This is an optimization exercise on Yosys and OpenROAD, whose aim is small area, a short achievable clock period and few clock cycles, not a production implementation.
In this exercise RTL edits were held to simulation tests only and were not proved equivalent to the original.
Power figures rest on the tool's default switching activity, not on a simulated workload.

$ cat flow/run.sh
#!/bin/bash
# synth_recipe.tcl (not shown) runs the flow's synth.tcl, then flattens the netlist and writes it again
# the make line also repeats each setting of config.mk as NAME=value (left out here)
make -C /OpenROAD-flow-scripts/flow DESIGN_CONFIG=/design/flow/config.mk WORK_HOME=/design/flow/orfs CLKGATE_MAP_FILE= SYNTH_SCRIPT=/design/flow/synth_recipe.tcl finish
$ cat flow/config.mk
export PLATFORM = sky130hd
export DESIGN_NAME = jpeg_out_cx_buf
export DESIGN_NICKNAME = jpeg_out_cx_buf
export VERILOG_FILES = /design/flow/design.v
export SDC_FILE = /design/flow/constraint.sdc
export NUM_CORES = 4
export LEC_CHECK = 0
export CAP_MARGIN = 20
export CORE_MARGIN = 2
export CORE_UTILIZATION = 55
export CTS_CLUSTER_DIAMETER = 80
export CTS_CLUSTER_SIZE = 20
export PLACE_DENSITY = 0.62
export SETUP_SLACK_MARGIN = 2.8
export SLEW_MARGIN = 20
export SYNTH_MEMORY_MAX_BITS = 16384
$ cat flow/constraint.sdc
create_clock -name core_clock -period 5.5 [get_ports {clk_i}]
set_input_delay 1.1000 -clock core_clock [delete_from_list [all_inputs] [get_ports {clk_i}]]
set_output_delay 1.1000 -clock core_clock [all_outputs]
set_load 0.01 [all_outputs]
$ cat flow/design.v
package jpeg_out_pkg;
    localparam int DATA_W       = 32;
    localparam int SAMPLE_IDX_W = 6;
    localparam int SLOT_W       = 2;
    localparam int RAM_ADDR_W   = SLOT_W + SAMPLE_IDX_W;
    localparam int RD_PART_W = SLOT_W + 1;
    localparam int RD_PARTS  = 1 << RD_PART_W;
    localparam int RAM_DEPTH = 1 << RAM_ADDR_W;
    localparam int CX_UPSAMPLE      = 4;
    localparam int CX_OUT_PER_BLOCK = CX_UPSAMPLE * (1 << SAMPLE_IDX_W);
    localparam int LEVEL_MAX = RAM_DEPTH * CX_UPSAMPLE;
    localparam int LEVEL_W   = $clog2(LEVEL_MAX) + 1;
    typedef struct packed {
        logic [SLOT_W-1:0]       slot;
        logic [SAMPLE_IDX_W-1:0] sample;
    } blk_addr_t;
endpackage
`timescale 1ns/1ps
import jpeg_out_pkg::*;
module jpeg_out_level
(
    input  logic               clk_i,
    input  logic               clr_i,
    input  logic               blk_done_i,
    input  logic               mode420_i,
    input  logic               accept_i,
    output logic [LEVEL_W-1:0] level_o
);
    localparam int HI_W = LEVEL_W - SAMPLE_IDX_W;
    logic [SAMPLE_IDX_W-1:0] lo_q;
    logic [HI_W-1:0]         hi_q;
    logic [HI_W-1:0]         blk_words;
    logic                    borrow;
    logic [SAMPLE_IDX_W-1:0] lo_dec;
    logic [HI_W-1:0]         hi_dec;
    logic [HI_W-1:0]         hi_inc;
    logic [HI_W-1:0]         hi_inc_dec;
    logic [SAMPLE_IDX_W-1:0] lo_next;
    logic [HI_W-1:0]         hi_next;
    assign blk_words = mode420_i ? HI_W'(CX_UPSAMPLE) : HI_W'(1);
    always_comb
    begin
        lo_dec     = lo_q - 1'b1;
        hi_dec     = hi_q - 1'b1;
        hi_inc     = hi_q + blk_words;
        hi_inc_dec = hi_q + blk_words - 1'b1;
        borrow  = accept_i && (lo_q == '0);
        lo_next = accept_i ? lo_dec : lo_q;
        case ({blk_done_i, borrow})
            2'b00:   hi_next = hi_q;
            2'b01:   hi_next = hi_dec;
            2'b10:   hi_next = hi_inc;
            default: hi_next = hi_inc_dec;
        endcase
    end
    always_ff @(posedge clk_i)
    begin
        if (clr_i)
        begin
            lo_q <= '0;
            hi_q <= '0;
        end
        else
        begin
            lo_q <= lo_next;
            hi_q <= hi_next;
        end
    end
    assign level_o = {hi_q, lo_q};
endmodule
`timescale 1ns/1ps
import jpeg_out_pkg::*;
module jpeg_out_rd_addr
(
    input  logic                           clk_i,
    input  logic                           clr_i,
    input  logic                           mode420_i,
    input  logic [SLOT_W:0]                rdy_blk_i,
    input  logic                           fetch_i,
    output logic                           avail_o,
    output logic [SLOT_W-1:0]              slot_o,
    output logic [(1 << SAMPLE_IDX_W)-1:0] sel_o
);
    logic [7:0]                     kn_q;
    logic [SLOT_W:0]                blk_q;
    logic [(1 << SAMPLE_IDX_W)-1:0] sel_q;
    logic                           kn_last;
    logic                           k_last;
    logic [SLOT_W:0]                blk_next;
    logic [SAMPLE_IDX_W-1:0]        sample_next;
    assign avail_o = (blk_q != rdy_blk_i);
    assign kn_last = mode420_i ? (kn_q == 8'hff) : (kn_q[5:0] == 6'h3f);
    assign k_last  = (kn_q == 8'h00);
    always_comb
    begin
        blk_next = k_last ? blk_q + 1'b1 : blk_q;
        if (mode420_i)
            sample_next = {kn_q[7], kn_q[5:4], kn_q[6], kn_q[2:1]};
        else
            sample_next = kn_q[5:0];
    end
    always_ff @(posedge clk_i)
    begin
        if (clr_i)
        begin
            kn_q  <= 8'h01;
            blk_q <= '0;
            sel_q <= (1 << SAMPLE_IDX_W)'(1);
        end
        else if (fetch_i)
        begin
            kn_q  <= kn_last ? 8'h00 : kn_q + 1'b1;
            blk_q <= blk_next;
            sel_q <= (1 << SAMPLE_IDX_W)'(1) << sample_next;
        end
    end
    assign slot_o = blk_q[SLOT_W-1:0];
    assign sel_o  = sel_q;
endmodule
`timescale 1ns/1ps
import jpeg_out_pkg::*;
module jpeg_out_ram
(
    input  logic                                 clk_i,
    input  logic                                 wr_i,
    input  logic [RAM_ADDR_W-1:0]                wr_addr_i,
    input  logic [DATA_W-1:0]                    wr_data_i,
    input  logic [(1 << SAMPLE_IDX_W)-1:0]       rd_sel_i,
    output logic [RD_PARTS-1:0][DATA_W-1:0]      rd_data_o
);
    logic [DATA_W-1:0] mem [RAM_DEPTH];
    logic [RD_PARTS-1:0][DATA_W-1:0] rd_data;
    always_ff @(posedge clk_i)
    begin
        if (wr_i)
            mem[wr_addr_i] <= wr_data_i;
    end
    always_comb
    begin
        for (int p = 0; p < RD_PARTS; p++)
        begin
            rd_data[p] = '0;
            for (int w = 0; w < RAM_DEPTH / RD_PARTS; w++)
                rd_data[p] = rd_data[p]
                           | (mem[p * (RAM_DEPTH / RD_PARTS) + w]
                              & {DATA_W{rd_sel_i[(p % 2) * (RAM_DEPTH / RD_PARTS) + w]}});
        end
    end
    always_ff @(posedge clk_i)
    begin
        rd_data_o <= rd_data;
    end
endmodule
`timescale 1ns/1ps
import jpeg_out_pkg::*;
module jpeg_out_skid
(
    input  logic              clk_i,
    input  logic              clr_i,
    input  logic              yumi_i,
    input  logic              fetch_i,
    input  logic [SLOT_W-1:0] slot_i,
    input  logic [RD_PARTS-1:0][DATA_W-1:0] rd_data_i,
    output logic              room_o,
    output logic              accept_o,
    output logic [DATA_W-1:0] data_out_o,
    output logic              v_o
);
    logic              rd_v_q;
    logic [SLOT_W-1:0] rd_slot_q;
    logic [DATA_W-1:0] rd_word;
    logic              out_v_q;
    logic              out_nv_q;
    logic              out_v;
    logic [DATA_W-1:0] out_data_q;
    logic              skid_v_q;
    logic [DATA_W-1:0] skid_data_q;
    logic              accept;
    logic              out_load;
    always_ff @(posedge clk_i)
    begin
        if (clr_i)
            rd_v_q <= 1'b0;
        else
            rd_v_q <= fetch_i;
        rd_slot_q <= slot_i;
    end
    assign rd_word = rd_data_i[{rd_slot_q, 1'b0}] | rd_data_i[{rd_slot_q, 1'b1}];
    assign out_v    = !out_nv_q;
    assign accept   = out_v && yumi_i;
    assign out_load = out_nv_q || yumi_i;
    always_comb
    begin
        case ({rd_v_q, out_v, skid_v_q})
            3'b000, 3'b001, 3'b010, 3'b100: room_o = 1'b1;
            3'b111:                         room_o = 1'b0;
            default:                        room_o = accept;
        endcase
    end
    always_ff @(posedge clk_i)
    begin
        if (clr_i)
        begin
            out_v_q  <= 1'b0;
            out_nv_q <= 1'b1;
            skid_v_q <= 1'b0;
        end
        else if (out_load)
        begin
            out_v_q  <= skid_v_q || rd_v_q;
            out_nv_q <= !(skid_v_q || rd_v_q);
            skid_v_q <= skid_v_q && rd_v_q;
        end
        else if (rd_v_q)
            skid_v_q <= 1'b1;
    end
    always_ff @(posedge clk_i)
    begin
        if (clr_i)
            out_data_q <= '0;
        else if (out_load)
            out_data_q <= skid_v_q ? skid_data_q : rd_word;
    end
    always_ff @(posedge clk_i)
    begin
        if (out_load ? skid_v_q : !skid_v_q)
            skid_data_q <= rd_word;
    end
    assign accept_o   = accept;
    assign v_o        = out_v_q;
    assign data_out_o = out_data_q;
endmodule
`timescale 1ns/1ps
import jpeg_out_pkg::*;
module jpeg_out_cx_buf
(
    input  logic                    clk_i,
    input  logic                    rst_i,
    input  logic [SAMPLE_IDX_W-1:0] wr_idx_i,
    input  logic [DATA_W-1:0]       data_in_i,
    input  logic                    push_i,
    input  logic                    mode420_i,
    input  logic                    yumi_i,
    input  logic                    flush_i,
    output logic [DATA_W-1:0]       data_out_o,
    output logic                    v_o,
    output logic [LEVEL_W-1:0]      level_o
);
    logic                  clr;
    logic                  mode_q;
    logic [RAM_ADDR_W-1:0] wr_ptr_q;
    logic                  wr_last_q;
    logic                  blk_done;
    logic [RAM_ADDR_W-1:0] wr_addr;
    logic [SLOT_W:0]       rdy_blk_q;
    logic                  avail;
    logic                  room;
    logic                  fetch;
    logic                  accept;
    logic [SLOT_W-1:0]     rd_slot;
    logic [(1 << SAMPLE_IDX_W)-1:0] rd_sel;
    logic [RD_PARTS-1:0][DATA_W-1:0] rd_data;
    assign clr = rst_i || flush_i;
    always_ff @(posedge clk_i)
    begin
        if (clr)
            mode_q <= mode420_i;
    end
    always_ff @(posedge clk_i)
    begin
        if (clr)
        begin
            wr_ptr_q  <= '0;
            wr_last_q <= 1'b0;
        end
        else if (push_i)
        begin
            wr_ptr_q  <= wr_ptr_q + 1'b1;
            wr_last_q <= (wr_ptr_q[SAMPLE_IDX_W-1:0] == SAMPLE_IDX_W'((1 << SAMPLE_IDX_W) - 2));
        end
    end
    assign blk_done = push_i && wr_last_q;
    assign wr_addr = {wr_ptr_q[RAM_ADDR_W-1 -: SLOT_W], wr_idx_i};
    always_ff @(posedge clk_i)
    begin
        if (clr)
            rdy_blk_q <= '0;
        else if (blk_done)
            rdy_blk_q <= rdy_blk_q + 1'b1;
    end
    assign fetch  = avail && room;
    jpeg_out_level i_level (
        .clk_i      (clk_i),
        .clr_i      (clr),
        .blk_done_i (blk_done),
        .mode420_i  (mode_q),
        .accept_i   (accept),
        .level_o    (level_o)
    );
    jpeg_out_rd_addr i_rd_addr (
        .clk_i     (clk_i),
        .clr_i     (clr),
        .mode420_i (mode_q),
        .rdy_blk_i (rdy_blk_q),
        .fetch_i   (fetch),
        .avail_o   (avail),
        .slot_o    (rd_slot),
        .sel_o     (rd_sel)
    );
    jpeg_out_ram i_ram (
        .clk_i     (clk_i),
        .wr_i      (push_i),
        .wr_addr_i (wr_addr),
        .wr_data_i (data_in_i),
        .rd_sel_i  (rd_sel),
        .rd_data_o (rd_data)
    );
    jpeg_out_skid i_skid (
        .clk_i      (clk_i),
        .clr_i      (clr),
        .yumi_i     (yumi_i),
        .fetch_i    (fetch),
        .slot_i     (rd_slot),
        .rd_data_i  (rd_data),
        .room_o     (room),
        .accept_o   (accept),
        .data_out_o (data_out_o),
        .v_o        (v_o)
    );
endmodule
==> summary.txt <==
[cell usage in the layout (no fill, tap or decap), types with 32 or more instances in the layout]
| master | n |
|---|---|
| nand4_1 | 1036 |
| a21oi_1 | 69 |
| nor3_1 | 36 |
| clkbuf_1 | 326 |
| buf_6 | 116 |
| nand2_1 | 57 |
| a22oi_1 | 4100 |
| diode_2 | 141 |
| clkbuf_16 | 486 |
| a32o_1 | 32 |
| o21ai_0 | 69 |
| nor2_4 | 260 |
| nand3_1 | 81 |
| edfxtp_1 | 8225 |
| or4_1 | 252 |
| or3_1 | 39 |
| buf_4 | 507 |
| a311o_1 | 33 |
| dfxtp_1 | 279 |
| nand2b_1 | 35 |
| a31o_2 | 32 |
| nor2_1 | 93 |
| clkbuf_8 | 42 |
| buf_12 | 256 |
| dfxtp_4 | 105 |
[metal layers]
| layer | vias up | global-route usage | wire length, µm | part of all wire |
|---|---|---|---|---|
| met5 | - | 0 | 726 | 0.00066 |
| met4 | 38 | 0.183 | 66100 | 0.060 |
| met3 | 2461 | 0.110 | 170000 | 0.15 |
| met2 | 16700 | 0.567 | 483000 | 0.44 |
| met1 | 94000 | 0.539 | 383000 | 0.35 |
| li1 | 68700 | - | - | - |
[how the worst max path moves through the flow]
stage | from | end | slack (ns) | depth (start not counted)
finish | i_skid.out_data_q[17] | data_out_o[17] | 2.59 | 1
global route | i_skid.out_data_q[17] | data_out_o[17] | 2.59 | 1
CTS | i_skid.out_data_q[20] | data_out_o[20] | 2.57 | 1
detailed placement | wr_idx_i[2] | i_ram.mem[116][31] | 0.36 | 6
global placement | wr_idx_i[2] | i_ram.mem[116][31] | 0.41 | 6
floorplan | wr_idx_i[2] | i_ram.mem[39][0] | 2.32 | 5
[worst register-to-register path, cell delays in order (launching register included)]
cell,delay [ns]
dfxtp_4,0.55
buf_12,0.32
a22oi_1,0.83
nand4_1,0.26
or4_1,0.74
[registers in the layout (all words and copies together), names as in the netlist, 2 cells and up]
| signal | count |
|---|---|
| i_level.lo_q | 6 |
| i_ram.mem | 8192 |
| i_skid.skid_data_q | 32 |
| i_skid.rd_slot_q | 2 |
| i_rd_addr.kn_q | 8 |
| i_rd_addr.blk_q | 3 |
| i_level.hi_q | 5 |
| i_rd_addr.sel_q | 64 |
| wr_ptr_q | 8 |
| i_skid.out_data_q | 32 |
| rdy_blk_q | 3 |
| i_ram.rd_data_o | 256 |
[kinds of logic after synthesis]
kind of cell,count (synthesis),share of synthesized area
compound gates,4410,0.109
xor+xnor,21,0.000605
fa+ha+maj,12,0.000494
buf+inv,1033,0.0130
flops,8617,0.839
mux,16,0.000544
simple gates,1963,0.0376
[power breakdown]
group / total [mW] / internal, mW / leakage [nW] / switching [mW]
sequential: 71.8 / 71.7 / 77.2 / 0.0483
combinational: 1.67 / 0.185 / 16.9 / 1.49
clock: 38.0 / 16.9 / 6.69 / 21.1
[area by class of cell]
cell class | count | area, µm² | share of cell area
sequential | 8617 | 255000 | 0.757
multi-input combinational | 6424 | 47500 | 0.141
clock buffer | 821 | 13500 | 0.0400
timing repair buffer | 941 | 11000 | 0.0326
tap | 7261 | 9080 | 0.0269
clock inverter | 46 | 581 | 0.00172
antenna | 141 | 353 | 0.00105
inverter | 9 | 33.8 | 0.000100
[per-stage QoR]
step / hold slack [ns] / instance area [µm²] / instances / worst slack (ns)
after floorplan: 0.376 / 306000 / 16100 / 2.32
after global placement: 0.410 / 320000 / 23100 / 0.414
after detailed placement: 0.414 / 320000 / 23100 / 0.365
after CTS: 0.277 / 337000 / 24100 / 2.57
after global routing: 0.316 / 337000 / 24200 / 2.59
final: 0.331 / 337000 / 24300 / 2.59
[timing repair]
item                        CTS  global route
cloned                        1             1
resized for setup           422            51
hold endpoints to repair      0             0
buffers inserted            167            11
setup endpoints to repair  8159          1724
pin swaps                    54             7
==> metrics.log <==
[metrics] Critical path buffers and inverters: 1
[metrics] final period demand of the worst path: 2.91 ns
[metrics] final-stage net count: 16,500
[metrics] initial drt markers: 39,500
[metrics] number of input and output port buffers inserted: 87
[metrics] FILL cells: 38,900
[metrics] portion of the post-synthesis area used by sequential elements: 0.839
[metrics] most numerous cell types in the synthesized netlist: edfxtp_1 (8,225), a22oi_1 (4,102), nand4_1 (1,036)
[metrics] clock sink total: 8,617
[metrics] total global routing track utilization: 0.386
[metrics] overall die height: 747 µm
[metrics] detailed placement HPWL: 608,000 µm
[metrics] most area-consuming cells after synthesis: edfxtp_1 (81%), a22oi_1 (10%), dfxtp_1 (2.6%), nand4_1 (2.1%), clkbuf_1 (1.2%)
[metrics] Synth top area share: 0.813
[metrics] weighted congestion reported at the end of routability-driven placement: 0.948
[metrics] top-count cell post-synth: edfxtp_1
[metrics] Hold Path End: i_ram.mem[101][15]
[metrics] first drt pass iteration count: 9
[metrics] highest-delay cell along the critical path: dfxtp_4
[metrics] Via-to-Cell Ratio: 7.50
[metrics] unrepaired setup endpoints after global routing: yes
[metrics] cell type group with the largest total delay on the critical path: flip-flops
[metrics] FF-to-FF setup slack: 2.64 ns
[metrics] number of DRC violations after detailed routing: 0
[metrics] Initial Utilization: 0.553
[metrics] number of flops mapped to enable cells by yosys: 8,225
[metrics] clock-pin transition on the worst setup and hold timing paths: 0.09 ns
[metrics] cts bufs inserted: 477
[metrics] Yosys reg bits: 8,617
[metrics] Layout Area Growth over Synthesis: 11.0%
[metrics] total number of vias: 182,000
[metrics] TNS Setup: 0 ns
[metrics] Worst Hold Depth: 1
[metrics] peak ir drop on the vdd network: 0.299 mV
[metrics] cells on worst reg2reg path: 4
[metrics] wire length of the first global-routing pass: 1,470,000 µm
[metrics] Hold Path Origin: data_in_i[15]
[metrics] overall overflow remaining after global route: 0
[metrics] most used flip-flop cell after synthesis: edfxtp_1
[metrics] sum of routed wire length over all layers: 1,100,000 µm
[metrics] critical path arrival: 1.81 ns
[metrics] leakage component of the power: 101 nW
[metrics] critical-path cell list: buf_6
[metrics] startpoint class of the critical path: flop
[metrics] critical path endpoint category: output port
[metrics] antenna violations before repair: 95
[metrics] number of hold buffers added after CTS: 0
[metrics] cell row count: 272
[metrics] relative max-transition margin: 0.0576
[metrics] floorplan die area: 558,000 µm²
[metrics] via count of the first global-routing pass: 168,000
[metrics] core area: 550,000 µm²
[metrics] I/O pin cnt: 88
[metrics] biggest cell delay along the critical path: 0.51 ns
[metrics] required time worst endpoint: 4.40 ns
[metrics] gate count of the mapped netlist: 16,100
[metrics] highest attainable clock frequency: 344 MHz
[metrics] Fin. Hold Viols: 0
[metrics] total power draw: 111 mW
[metrics] worst min-delay path category: in2reg
[metrics] reg-to-reg startpoint: i_rd_addr.sel_q[11]
[metrics] Avg WL per Cell: 45.4 µm
[metrics] antenna viol nets, final: 0
[metrics] crit path kind: reg2out
[metrics] Post-Route Utilization: 0.614
[metrics] Setup-failing EPs final: 0
[metrics] Tcrit/Tclk final: 0.528
[metrics] transition time at the pin with the least slew margin: 1.41 ns
[metrics] largest driver fanout on the critical path: 2
[metrics] P per Cell Area: 330 nW/µm²
[metrics] post-synthesis net count: 16,100
[metrics] status: timing/DRC/antenna clean
[metrics] Yosys warning total: 5
[metrics] deepest clock path buffer count: 4
[metrics] CTS tree: yes
[metrics] total of max-cap violations: 0
[metrics] H-tree levels: 5
[metrics] async set or reset register ratio after synthesis: 0
[metrics] count of different cell masters after synthesis: 57
[metrics] fraction of final layout cells with drive strength greater than 1: 0.117
[metrics] largest area contributor in the netlist: edfxtp_1
[metrics] Clk Latency, worst-skew pair: 1.15 ns
[metrics] Final Max Slew Viols: 0
[metrics] worst reg2reg path endpoint: i_ram.rd_data_o[78]
[metrics] post-synth design cell area: 304,000 µm²
[metrics] pin count of the biggest net entering global routing: 166
[metrics] worst clock skew on the final layout: 0.0781 ns
[metrics] CTS Root Cell: clkbuf_16
[metrics] width of the chip: 747 µm
[metrics] average instance area after synthesis: 18.9 µm²
Testbench counts, summed over its fixed seeds: cycles 26,720.

## static timing again, ports no longer ideal
No port has a modelled driver above. Below, the same layout with a new extraction and two added sets of constraints.
Step 1: set_driving_cell puts a clkbuf_16 on clk_i and a buf_2 on each other input, an assumption about the parent block.
Step 2 times the ports against the registers' clock, not the clock port: input delays grow and output delays shrink by t, the midpoint of the rising clock arrivals with the driver on.
Slacks: ideal ports / drivers / drivers and shift; pairs: ideal ports / drivers.
t (ns): 1.256
setup slack, ns: 2.594 / 2.442 / 1.330
worst hold slack (ns): 0.331 / 0.213 / 0.431
worst setup path at the end: input to register
pins driven straight from the clock port: 1
After both steps this run still meets setup and hold. For this run, drivers alone change the setup slack by -0.152 ns; drivers and shift together by -1.264 ns.
